Source: an optimization exercise on an open RTL-to-GDS flow (aim: small area, a short achievable clock period and few clock cycles). Production flows keep margins and buffers that such runs may drop.

red:
Design rational_arithmetic_unit, start of the top module:
module rational_arithmetic_unit
#(
	parameter int OPERAND_WIDTH = 32
) (
	input  logic                            clk,
	input  logic                            arst_n,
	input  logic                            in_valid,
	output logic                            in_stall,
	input  logic [2:0]                      operation,
	input  logic signed [OPERAND_WIDTH-1:0] a_num,
	input  logic signed [OPERAND_WIDTH-1:0] a_den,
	input  logic signed [OPERAND_WIDTH-1:0] b_num,
	input  logic signed [OPERAND_WIDTH-1:0] b_den,
	output logic                            out_valid,
	input  logic                            out_stall,
	output logic signed [OPERAND_WIDTH-1:0] res_num,
	output logic signed [OPERAND_WIDTH-1:0] res_den,
	output logic                            is_equal,
	output logic [1:0]                      status
);
For scale: roughly 7400 cells after synthesis, roughly 310 flip-flops, roughly 200 I/O pins, ~55000 um^2 of cells after synthesis.
==> flow/config.mk <==
export PLATFORM = sky130hd
export DESIGN_NAME = rational_arithmetic_unit
export DESIGN_NICKNAME = rational_arithmetic_unit
export VERILOG_FILES = /design/flow/design.v
export SDC_FILE = /design/flow/constraint.sdc
export NUM_CORES = 4
export LEC_CHECK = 0
export CAP_MARGIN = 20
export CORE_MARGIN = 2
export CORE_UTILIZATION = 25
export PLACE_DENSITY = 0.45
export SLEW_MARGIN = 20
export TNS_END_PERCENT = 5
export SETUP_SLACK_MARGIN = 9.5
==> flow/constraint.sdc <==
create_clock -name core_clock -period 15.0 [get_ports {clk}]
set_input_delay 3.0000 -clock core_clock [delete_from_list [all_inputs] [get_ports {clk}]]
set_output_delay 3.0000 -clock core_clock [all_outputs]
set_load 0.01 [all_outputs]
standard.sh (not shown) runs the stock make flow with config.mk's settings and CLKGATE_MAP_FILE= SYNTH_SCRIPT=/design/flow/synth_recipe.tcl, a recipe that flattens the netlist after the stock synthesis.
==> flow/flow/run.sh <==
#!/bin/bash
set -euo pipefail
MARGIN=$(cat flow/margin.txt)
printf 'export SETUP_SLACK_MARGIN = %s\n' "$MARGIN" >> config.mk
bash standard.sh > standard_flow.log 2>&1
==> flow/flow/margin.txt <==
9.5
red went all the way through synthesis, placement and routing and the layout is clean on timing, DRC and antenna.
Input-level comparison between blue and red:
diff --git a/flow/design.v b/flow/design.v
--- a/flow/design.v
+++ b/flow/design.v
@@ -116,23 +116,22 @@
 			(p_div && b_num == 32'd0) || (p_inv && a_num == 32'd0));
 		p_novf = p_neg && (a_num == 32'h8000_0000);
 		p_triv = p_zero || p_neg || p_inv || p_eq;
 		p_wan  = wide(a_num);
 		p_wad  = wide(a_den);
 		p_wbn  = wide(b_num);
 		p_wbd  = wide(b_den);
 		p_wu   = p_mul ? p_wbn : p_wbd;     
 		p_wv   = p_mul ? p_wbd : p_wbn;
-		p_swu  = (p_mul || p_div) && ((p_wu & ~p_wan) != 4'd0);
+		p_swu  = 1'b0;
 		p_same = p_add && (a_den == b_den);
-		p_swv  = p_same || ((p_mul || p_div) && ((p_wv & ~p_wad) != 4'd0));
-		p_t1   = (p_norm || p_same) ? 8'h01 : (p_mul || p_div) ?
-			top_pos((p_wan & p_wu) | (p_wad & p_wv)) : top_pos(p_wu | p_wv);
+		p_swv  = p_same;
+		p_t1   = (p_norm || p_same) ? 8'h01 : top_pos(p_wu | p_wv);
 		p_t2   = p_same ? 8'h01 : top_pos(p_wbd);
 		p_mplu = p_swu ? a_num : p_mul ? b_num : b_den;
 		p_mplv = p_swv ? a_den : p_mul ? b_den : b_num;
 		p_r0   = p_inv ? a_den : !p_swu ? a_num : p_mul ? b_num : b_den;
 		p_r1   = p_inv ? a_num : !p_swv ? a_den : p_mul ? b_den : b_num;
 		p_r2   = p_mplu;
 		p_r3   = p_mplv;
 		if (p_eq) begin
 			p_r2 = b_num;
==> run notes <==
Of red and blue, the run reporting the higher final critical-path share of the clock period was red.
Taking red as the reference, in blue growth of design area from synthesis to finish increased 3.6 points; number of buffers other than clock buffers in the final layout now sits higher; area after synthesis now smaller; core utilization up 0.83 points.
On final cell count, red tracks blue almost exactly.
Between red and blue, sequential share of layout area is lower for blue, red comes in above that.
In the flow results for red and blue, the final worst hold slack is smaller on red.
a_den[13] as the launch point of the worst path was reported by blue, and a_den[21] by red.
Status: multi-input logic cell count parity (blue, red)
Overall track demand over capacity in global routing: blue < red
[blue vs red] number of logic stages on the critical path including buffering: lower in blue
blue ends up with a via count of the first global-routing pass that is 853 higher than in red.
No functional check of the RTL was part of any run of this note.

-- afterwards: timing with drivers on the ports --
In the flow no input, the clock included, has a driving cell. The finished layouts below were timed again as built, in two steps. Step 1, drivers: a clkbuf_16 drives clk and a buf_2 each remaining input, both assumed. Step 2 times the ports against the registers' clock, not the clock port: input delays grow and output delays shrink by t, the midpoint of the rising clock arrivals with the driver on. Slacks: ideal / step 1 / step 2; pairs: ideal / step 1.
run	t (ns)	setup slack, ns	worst setup path at the end	cell pins on the clock port's net
red	0.761	8.667 / 8.692 / 7.931	input to register	1
blue	0.735	9.144 / 9.200 / 8.465	input to register	1
After both steps every run listed still meets setup and hold. For red, which loses most, drivers alone change the setup slack by +0.025 ns; drivers and shift together by -0.736 ns.
